Background: an optimization exercise with open tools, aiming at small area, a short achievable clock period and few clock cycles per item. Do not read the settings as production practice.
Only simulation tests tie the RTL to the original design; equivalence was not proved.
No activity file was given, so power comes from the tool's default toggle rates.

--- flow/config.mk ---
export PLATFORM = sky130hd
export DESIGN_NAME = included_region_next_lookup_core
export DESIGN_NICKNAME = included_region_next_lookup_core
export VERILOG_FILES = /design/flow/design.v
export SDC_FILE = /design/flow/constraint.sdc
export NUM_CORES = 4
export LEC_CHECK = 0
export CAP_MARGIN = 20
export CORE_MARGIN = 2
export CORE_UTILIZATION = 40
export PLACE_DENSITY = 0.6
export SLEW_MARGIN = 20
export SYNTH_MEMORY_MAX_BITS = 8192
--- flow/constraint.sdc ---
create_clock -name core_clock -period 6.5 [get_ports {clk}]
set_input_delay 1.3000 -clock core_clock [delete_from_list [all_inputs] [get_ports {clk}]]
set_output_delay 1.3000 -clock core_clock [all_outputs]
set_load 0.01 [all_outputs]
--- flow/design.v ---
`timescale 1ns / 1ps
`default_nettype none
package irnl_pkg;
	localparam int MAX_ENTRIES_DEF = 64;
	localparam int ADDR_WIDTH_DEF  = 32;
	localparam int CMD_W    = 2;
	localparam int FIELD_W  = 32;
	localparam int ENTRY_W  = 6;
	localparam int STATUS_W = 2;
	localparam int HELD_W   = 7;
	typedef enum logic [CMD_W-1:0] {
		CMD_CLEAR  = 2'd0,
		CMD_APPEND = 2'd1,
		CMD_MARK   = 2'd2,
		CMD_FIND   = 2'd3
	} cmd_t;
	typedef enum logic [STATUS_W-1:0] {
		ST_OK    = 2'd0,
		ST_FULL  = 2'd1,
		ST_RANGE = 2'd2
	} status_t;
	typedef enum logic [1:0] {
		S_IDLE,
		S_EXEC,
		S_SCAN,
		S_RESP
	} state_t;
	typedef struct packed {
		logic capture;
		logic exec;
		logic scan;
		logic load_out;
	} ctrl_cmd_t;
	typedef struct packed {
		logic is_find;
		logic scan_done;
	} dp_stat_t;
endpackage
`default_nettype wire
`timescale 1ns / 1ps
`default_nettype none
module irnl_ram #(
	parameter int WIDTH = 32,
	parameter int DEPTH = 64
) (
	input  wire logic                                      clk,
	input  wire logic                                      we,
	input  wire logic [(DEPTH > 1 ? $clog2(DEPTH) : 1)-1:0] waddr,
	input  wire logic [WIDTH-1:0]                          wdata,
	input  wire logic [(DEPTH > 1 ? $clog2(DEPTH) : 1)-1:0] raddr,
	output      logic [WIDTH-1:0]                          rdata
);
	logic [WIDTH-1:0] mem_q [DEPTH];
	always_ff @(posedge clk) begin
		if (we) begin
			mem_q[waddr] <= wdata;
		end
		rdata <= mem_q[raddr];
	end
endmodule
`default_nettype wire
`timescale 1ns / 1ps
`default_nettype none
module irnl_ctrl (
	input  wire logic                 clk,
	input  wire logic                 arst_n,
	input  wire logic                 req_valid,
	output      logic                 req_ready,
	output      logic                 rsp_valid,
	input  wire logic                 rsp_ready,
	output      irnl_pkg::ctrl_cmd_t  ctl,
	input  wire irnl_pkg::dp_stat_t   stat
);
	irnl_pkg::state_t state_q, state_d;
	logic             out_valid_q;
	always_ff @(posedge clk or negedge arst_n) begin
		if (!arst_n) begin
			state_q     <= irnl_pkg::S_IDLE;
			out_valid_q <= 1'b0;
		end else begin
			state_q <= state_d;
			if (ctl.load_out) begin
				out_valid_q <= 1'b1;
			end else if (rsp_ready) begin
				out_valid_q <= 1'b0;
			end
		end
	end
	always_comb begin
		state_d      = state_q;
		ctl          = '0;
		req_ready    = 1'b0;
		unique case (state_q)
			irnl_pkg::S_IDLE: begin
				req_ready   = 1'b1;
				ctl.capture = req_valid;
				if (req_valid) begin
					state_d = irnl_pkg::S_EXEC;
				end
			end
			irnl_pkg::S_EXEC: begin
				ctl.exec = 1'b1;
				state_d  = stat.is_find ? irnl_pkg::S_SCAN : irnl_pkg::S_RESP;
			end
			irnl_pkg::S_SCAN: begin
				ctl.scan = 1'b1;
				if (stat.scan_done) begin
					state_d = irnl_pkg::S_RESP;
				end
			end
			irnl_pkg::S_RESP: begin
				ctl.load_out = !out_valid_q || rsp_ready;
				if (ctl.load_out) begin
					state_d = irnl_pkg::S_IDLE;
				end
			end
			default: state_d = irnl_pkg::S_IDLE;
		endcase
	end
	assign rsp_valid = out_valid_q;
endmodule
`default_nettype wire
`timescale 1ns / 1ps
`default_nettype none
module irnl_dp #(
	parameter int MAX_ENTRIES = irnl_pkg::MAX_ENTRIES_DEF,
	parameter int ADDR_WIDTH  = irnl_pkg::ADDR_WIDTH_DEF
) (
	input  wire logic                             clk,
	input  wire logic                             arst_n,
	input  wire irnl_pkg::ctrl_cmd_t              ctl,
	output      irnl_pkg::dp_stat_t               stat,
	input  wire logic [irnl_pkg::CMD_W-1:0]       cmd,
	input  wire logic [irnl_pkg::FIELD_W-1:0]     region_start,
	input  wire logic [irnl_pkg::FIELD_W-1:0]     region_end,
	input  wire logic [irnl_pkg::ENTRY_W-1:0]     target_entry,
	input  wire logic [irnl_pkg::FIELD_W-1:0]     query_address,
	output      logic                             found,
	output      logic [irnl_pkg::ENTRY_W-1:0]     result_entry,
	output      logic [irnl_pkg::STATUS_W-1:0]    status,
	output      logic [irnl_pkg::HELD_W-1:0]      entries_held
);
	localparam int AW = ADDR_WIDTH;
	localparam int IW = (MAX_ENTRIES > 1) ? $clog2(MAX_ENTRIES) : 1;
	localparam int CW = $clog2(MAX_ENTRIES + 1);
	localparam int TW = (CW > irnl_pkg::ENTRY_W) ? CW : irnl_pkg::ENTRY_W;
	irnl_pkg::cmd_t              cmd_q;
	logic [AW-1:0]               rstart_q, rend_q, query_q;
	logic [irnl_pkg::ENTRY_W-1:0] target_q;
	logic [CW-1:0]               count_q;
	logic [CW-1:0]               scan_idx_q;
	logic                        pend_s1;
	logic [IW-1:0]               idx_s1;
	logic                        hit_q, have_q;
	logic [AW-1:0]               cand_start_q;
	logic [IW-1:0]               best_idx_q;
	logic [irnl_pkg::ENTRY_W-1:0] res_entry_q;
	irnl_pkg::status_t           res_status_q;
	logic                        se_we, inc_we, inc_wdata;
	logic [IW-1:0]               inc_waddr;
	logic [2*AW-1:0]             se_rdata;
	logic                        inc_rdata;
	logic [AW-1:0]               ent_start, ent_end;
	logic                        full, bad_idx, issue;
	logic                        ent_live, ent_hit, ent_cand;
	irnl_ram #(.WIDTH(2 * AW), .DEPTH(MAX_ENTRIES)) u_span_ram (
		.clk   (clk),
		.we    (se_we),
		.waddr (count_q[IW-1:0]),
		.wdata ({rend_q, rstart_q}),
		.raddr (scan_idx_q[IW-1:0]),
		.rdata (se_rdata)
	);
	irnl_ram #(.WIDTH(1), .DEPTH(MAX_ENTRIES)) u_mark_ram (
		.clk   (clk),
		.we    (inc_we),
		.waddr (inc_waddr),
		.wdata (inc_wdata),
		.raddr (scan_idx_q[IW-1:0]),
		.rdata (inc_rdata)
	);
	assign full    = count_q >= CW'(MAX_ENTRIES);
	assign bad_idx = (TW'(target_q) >= TW'(count_q)) || (TW'(target_q) >= TW'(MAX_ENTRIES));
	always_comb begin
		se_we     = 1'b0;
		inc_we    = 1'b0;
		inc_wdata = 1'b0;
		inc_waddr = count_q[IW-1:0];
		if (ctl.exec) begin
			unique case (cmd_q)
				irnl_pkg::CMD_APPEND: begin
					se_we  = !full;
					inc_we = !full;
				end
				irnl_pkg::CMD_MARK: begin
					inc_we    = !bad_idx;
					inc_wdata = 1'b1;
					inc_waddr = IW'(target_q);
				end
				default: ;
			endcase
		end
	end
	assign ent_start = se_rdata[AW-1:0];
	assign ent_end   = se_rdata[2*AW-1:AW];
	assign ent_live  = pend_s1 && !hit_q && inc_rdata && (query_q <= ent_end);
	assign ent_hit   = ent_live && (query_q >= ent_start);
	assign ent_cand  = ent_live && !(query_q >= ent_start) &&
		(!have_q || (ent_start < cand_start_q));
	assign issue     = ctl.scan && !hit_q && !ent_hit && (scan_idx_q < count_q);
	assign stat.is_find   = (cmd_q == irnl_pkg::CMD_FIND);
	assign stat.scan_done = hit_q || (!pend_s1 && !(scan_idx_q < count_q));
	always_ff @(posedge clk or negedge arst_n) begin
		if (!arst_n) begin
			count_q    <= '0;
			scan_idx_q <= '0;
			pend_s1    <= 1'b0;
			hit_q      <= 1'b0;
			have_q     <= 1'b0;
		end else begin
			if (ctl.exec) begin
				unique case (cmd_q)
					irnl_pkg::CMD_CLEAR:  count_q <= '0;
					irnl_pkg::CMD_APPEND: if (!full) count_q <= count_q + CW'(1);
					irnl_pkg::CMD_MARK:   ;
					irnl_pkg::CMD_FIND: begin
						scan_idx_q <= '0;
						pend_s1    <= 1'b0;
						hit_q      <= 1'b0;
						have_q     <= 1'b0;
					end
					default: ;
				endcase
			end
			if (ctl.scan) begin
				pend_s1 <= issue;
				if (issue) begin
					scan_idx_q <= scan_idx_q + CW'(1);
				end
				if (ent_hit) begin
					hit_q <= 1'b1;
				end else if (ent_cand) begin
					have_q <= 1'b1;
				end
			end
		end
	end
	always_ff @(posedge clk) begin
		if (ctl.capture) begin
			cmd_q    <= irnl_pkg::cmd_t'(cmd);
			rstart_q <= AW'(region_start);
			rend_q   <= AW'(region_end);
			target_q <= target_entry;
			query_q  <= AW'(query_address);
		end
		if (ctl.scan) begin
			idx_s1 <= scan_idx_q[IW-1:0];
			if (ent_hit) begin
				best_idx_q <= idx_s1;
			end else if (ent_cand) begin
				best_idx_q   <= idx_s1;
				cand_start_q <= ent_start;
			end
		end
		if (ctl.exec) begin
			unique case (cmd_q)
				irnl_pkg::CMD_APPEND: begin
					res_entry_q  <= full ? '0 : irnl_pkg::ENTRY_W'(count_q);
					res_status_q <= full ? irnl_pkg::ST_FULL : irnl_pkg::ST_OK;
				end
				irnl_pkg::CMD_MARK: begin
					res_entry_q  <= target_q;
					res_status_q <= bad_idx ? irnl_pkg::ST_RANGE : irnl_pkg::ST_OK;
				end
				default: begin
					res_entry_q  <= '0;
					res_status_q <= irnl_pkg::ST_OK;
				end
			endcase
		end
		if (ctl.load_out) begin
			status       <= res_status_q;
			entries_held <= irnl_pkg::HELD_W'(count_q);
			if (stat.is_find) begin
				found        <= hit_q || have_q;
				result_entry <= (hit_q || have_q) ? irnl_pkg::ENTRY_W'(best_idx_q) : '0;
			end else begin
				found        <= 1'b0;
				result_entry <= res_entry_q;
			end
		end
	end
endmodule
`default_nettype wire
`timescale 1ns / 1ps
`default_nettype none
module included_region_next_lookup_core #(
	parameter int MAX_ENTRIES = irnl_pkg::MAX_ENTRIES_DEF,
	parameter int ADDR_WIDTH  = irnl_pkg::ADDR_WIDTH_DEF
) (
	input  wire logic                             clk,
	input  wire logic                             arst_n,
	input  wire logic                             req_valid,
	output      logic                             req_ready,
	input  wire logic [irnl_pkg::CMD_W-1:0]       req_cmd,
	input  wire logic [irnl_pkg::FIELD_W-1:0]     req_region_start,
	input  wire logic [irnl_pkg::FIELD_W-1:0]     req_region_end,
	input  wire logic [irnl_pkg::ENTRY_W-1:0]     req_target_entry,
	input  wire logic [irnl_pkg::FIELD_W-1:0]     req_query_address,
	output      logic                             rsp_valid,
	input  wire logic                             rsp_ready,
	output      logic                             rsp_found,
	output      logic [irnl_pkg::ENTRY_W-1:0]     rsp_result_entry,
	output      logic [irnl_pkg::STATUS_W-1:0]    rsp_status,
	output      logic [irnl_pkg::HELD_W-1:0]      rsp_entries_held
);
	irnl_pkg::ctrl_cmd_t ctl;
	irnl_pkg::dp_stat_t  stat;
	irnl_ctrl u_ctrl (
		.clk       (clk),
		.arst_n    (arst_n),
		.req_valid (req_valid),
		.req_ready (req_ready),
		.rsp_valid (rsp_valid),
		.rsp_ready (rsp_ready),
		.ctl       (ctl),
		.stat      (stat)
	);
	irnl_dp #(
		.MAX_ENTRIES (MAX_ENTRIES),
		.ADDR_WIDTH  (ADDR_WIDTH)
	) u_dp (
		.clk           (clk),
		.arst_n        (arst_n),
		.ctl           (ctl),
		.stat          (stat),
		.cmd           (req_cmd),
		.region_start  (req_region_start),
		.region_end    (req_region_end),
		.target_entry  (req_target_entry),
		.query_address (req_query_address),
		.found         (rsp_found),
		.result_entry  (rsp_result_entry),
		.status        (rsp_status),
		.entries_held  (rsp_entries_held)
	);
endmodule
`default_nettype wire
--- flow/run.sh ---
#!/bin/bash
# synth_recipe.tcl (not shown) runs the flow's synth.tcl, then flattens the netlist and writes it again
# the make line also repeats each setting of config.mk as NAME=value (left out here)
make -C /OpenROAD-flow-scripts/flow DESIGN_CONFIG=/design/flow/config.mk WORK_HOME=/design/flow/orfs CLKGATE_MAP_FILE= SYNTH_SCRIPT=/design/flow/synth_recipe.tcl finish
==> run_results.csv <==
group,metric,value,unit
clock_network,cts-htree-levels,5,
clock_network,clockBufferDepth,4,
critical_path,path_class,"reg -> reg",
place,dpl_cell_area,179000,um2
yosys,synth_area,168000,um2
place,dpl_worst_slack,2.18,ns
yosys,yosysMostFrequentCell,"edfxtp_1",
critical_path,cp_data_arrival_time,5.08,ns
detailed_routing,via_per_inst,5.93,
yosys,syn_inst,6812,
die,rows,238,
timing,worst_pin_slew,1.18,ns
power_and_ir_drop,total_power,0.0749,W
critical_path,crit_required,7.17,ns
yosys,synthMuxAreaShare,18.3,%
power_and_ir_drop,max-vdd-ir-drop,0.357,mV
final_layout,stdcell_area,193000,um2
clock_network,numCtsBuffers,440,
global_route,grt_pass1_wl,634,mm
power_and_ir_drop,swShare,26.9,%
yosys,synth_compound_area_share,0.570,%
yosys,synth_common_cells,"4332 x edfxtp_1, 1365 x mux4_2, 179 x clkbuf_1",
critical_path,worst-path-max-fanout,20,
outcome,outcome,"timing/DRC/antenna clean",
clock_network,cts_setup_buffers,0,
global_route,grt_pass1_vias,78700,
clock_network,hold_buffers,0,
yosys,async_flop_share,0.453,%
clock_network,clock_sinks,4417,
detailed_routing,wirelength,459,mm
detailed_routing,drt-initial-drc-count,10800,
die,die-width,653,um
power_and_ir_drop,power_density,389,nW/um2
global_route,grt_max_degree,136,
timing,fmax,227,MHz
timing,hold_violations,0,
final_layout,syn_to_final_growth,14.6,%
timing,fin_crit_sh,67.9,%
power_and_ir_drop,cellLeakagePower,58.9,nW
detailed_routing,ant_nets,0,
die,pin_count,126,
yosys,synth_top_cell_area_share,77.3,%
detailed_routing,wl_per_cell,34.6,um
yosys,synth_fa_ha_area_share,0.878,%
final_layout,final_cell_count_no_fill,13200,
place,dpl.cell_count,12400,
critical_path,r2r_setup_slack,2.09,ns
yosys,ys_seq_area_share,78.4,%
yosys,synth_nets,7038,
global_route,grt_overflow_total,0,
timing,setup_ws,2.09,ns
power_and_ir_drop,power.internal,0.0547,W
yosys,synth_area_leaders,"edfxtp_1 77%, mux4_2 18%, ha_1 0.88%",
job,cap_violations,0,
die,core-area,420000,um2
detailed_routing,firstDrtPassIters,6,
timing,tns,0,ns
place,place_congestion,0.839,
clock_network,clockRootBuffer,"clkbuf_16",
timing,slew_violations,0,
yosys,synth-simple-area-share,0.826,%
die,die_y,653,um
final_layout,fin_nets,7569,
detailed_routing,drcViolationCount,0,
clock_network,cts_resized,0,
global_route,antenna_found_initial,45,
yosys,synth-xor-area-share,0.00521,%
place,place.port_buffers,125,
place,dp_hpwl,248,mm
timing,rsz0062_at_grt,"no",
timing,setup_viol,0,
critical_path,reg2regPathDepth,11,
clock_network,clkSlewWorstSetupHoldPaths,0.06,ns
final_layout,drive_gt1_share,30.4,%
yosys,synth_seq_cells,4417,
timing,slew_headroom,21.2,%
clock_network,clock_latency,1.00,ns
die,initial_core_util,40.1,%
clock_network,tritoncts,"yes",
timing,min_period,4.41,ns
critical_path,endpoint_kind,"register",
yosys,syn_avg_cell_area,24.7,um2
power_and_ir_drop,p_switching,0.0202,W
power_and_ir_drop,seqPwrFrac,44.5,%
yosys,synth_cell_types,54,
power_and_ir_drop,p_clk_share,33.2,%
yosys,synth_top_cell_by_area,"edfxtp_1",
yosys,ys.flop_type,"edfxtp_1",
detailed_routing,via_count,78600,
timing,skew,0.0554,ns
worst_hold_path,holdCritPathClass,"in -> async",
die,dieArea,426000,um2
yosys,synth-edff-count,4332,
yosys,synth_warnings,4,
yosys,synth_top_family_by_area,"multiplexers",
power_and_ir_drop,pwr-share-comb,22.3,%
global_route,grt_usage,21.3,%
critical_path,start_kind,"register",
==> flip-flops by register name (all words and copies together), names as in the netlist, 6 cells and up <==
name / count
u_dp.u_span_ram.mem_q: 4096
u_dp.u_mark_ram.mem_q: 64
u_dp.u_span_ram.rdata: 64
u_dp.cand_start_q: 32
u_dp.query_q: 32
u_dp.rend_q: 32
u_dp.rstart_q: 32
u_dp.count_q: 7
u_dp.entries_held: 7
u_dp.scan_idx_q: 7
u_dp.best_idx_q: 6
u_dp.idx_s1: 6
u_dp.res_entry_q: 6
u_dp.result_entry: 6
u_dp.target_q: 6
==> cell families (layout without fill, tap and decap cells) <==
group / Yosys count / count (layout)
DFF: 4417 / 4417
and+or+nand+nor: 316 / 316
adders and majority gates: 118 / 118
AOI/OAI and AO/OA: 151 / 151
other: 0 / 14
muxes: 1370 / 1370
xor gates and xnor gates: 1 / 1
buffers and inverters: 439 / 1336
==> per-layer routing <==
layer	share of wire, %	vias up	global-route usage (%)
li1	-	30500	-
met1	40	43400	30.4
met2	48	4070	34.3
met3	8.8	617	3.72
met4	2.5	14	5.10
met5	0.021	-	0
==> worst paths after layout <==
check                                           from            endpoint
worst max register to register       u_dp.query_q[0]  u_dp.best_idx_q[2]
worst min-delay path                          arst_n  u_dp.scan_idx_q[5]
worst min register to register  u_dp.res_status_q[0]      u_dp.status[0]
min in group core_clock         u_dp.res_status_q[0]      u_dp.status[0]
max in group asynchronous                     arst_n  u_dp.scan_idx_q[1]
worst max-delay path                 u_dp.query_q[0]  u_dp.best_idx_q[2]
==> worst max-delay path: stages, from the launching register on <==
cell and delay [ns]:
edfxtp_1 0.37, inv_1 0.10, ha_1 0.24, nand2b_1 0.14, a2111oi_0 0.56, nand3b_1 0.19
nand3_1 0.08, a2111oi_1 0.62, nand2_1 0.20, a311oi_4 0.81, buf_4 0.48, or2_2 0.27
==> power by group through the flow <==
stage / logic (W) / registers, W / clock network [W]
after CTS: 0.0170 / 0.0333 / 0.0253
after floorplan: 0.0109 / 0.0342 / 0
final: 0.0167 / 0.0333 / 0.0249
after detailed placement: 0.0169 / 0.0339 / 0
after global routing: 0.0177 / 0.0334 / 0.0264
after global placement: 0.0168 / 0.0339 / 0
==> area by class of cell <==
class / instances / area [um2]
diodes: 14 / 35.0
clock buffers: 572 / 11800
clock inverters: 236 / 2200
fillers: 33900 / 227000
inverters: 121 / 454
multi-input cells: 1956 / 35100
flip-flops and latches: 4417 / 132000
well taps: 5520 / 6910
repair buffers: 407 / 4400
==> per-stage QoR <==
stage / util (%) / hold slack, ns
2_1_floorplan: - / 0.400
6_report: 46.0 / 0.294
4_1_cts: 46.0 / 0.421
3_5_place_dp: 42.6 / 0.407
3_3_place_gp: 42.6 / 0.403
5_1_grt: 46.0 / 0.300
==> cells in the final DEF (no fill, tap or decap), types with 5 or more instances in the layout <==
cell type / synthesis / routed
a211o_1: 5 / 5
a211oi_1: 5 / 5
a21boi_0: 5 / 5
a21o_1: 16 / 16
a21oi_1: 37 / 37
and4_1: 6 / 6
buf_12: 0 / 81
buf_4: 2 / 200
bufinv_16: 0 / 34
clkbuf_1: 179 / 109
clkbuf_16: 0 / 447
clkbuf_8: 0 / 16
clkdlybuf4s50_1: 0 / 124
clkinv_1: 0 / 83
clkinv_16: 0 / 5
clkinv_2: 0 / 79
clkinv_4: 0 / 6
clkinvlp_4: 0 / 12
dfrtp_1: 20 / 14
dfrtp_4: 0 / 6
dfxtp_1: 65 / 65
diode_2: 0 / 14
edfxtp_1: 4332 / 4332
ha_1: 118 / 118
inv_1: 121 / 121
inv_6: 0 / 13
mux4_2: 1365 / 1365
nand2_1: 78 / 78
nand2b_1: 9 / 9
nand3_1: 22 / 21
nand4_1: 12 / 12
nor2_1: 152 / 88
nor2_4: 0 / 64
nor2b_1: 14 / 14
o21ai_0: 40 / 40
o21ai_1: 8 / 8
o31ai_1: 7 / 7
or2_2: 5 / 5
Testbench counts, summed over its fixed seeds: cycles 182,669, commands 13,422.

==> separate check: timing with driven ports <==
The results above use ideal ports. As a check the final layout listed here was re-extracted and re-timed, cells and wires unchanged. Step 1 assumes that a clkbuf_16 drives the clock port and a buf_2 every other input. Step 2 times the ports against the registers' clock, not the clock port: input delays grow and output delays shrink by t, the midpoint of the rising clock arrivals with the driver on. Three values: ideal, step 1, step 2; two values: the first two.
t, ns: 1.083
setup slack, ns: 2.088 / 2.088 / 2.088
hold slack, ns: 0.294 / 0.216 / 0.422
worst register clock-pin slew, ns: 0.07 / 0.07
After both steps setup and hold are still met in this run. For this run, drivers alone change the setup slack by 0.000 ns; drivers and shift together by 0.000 ns.
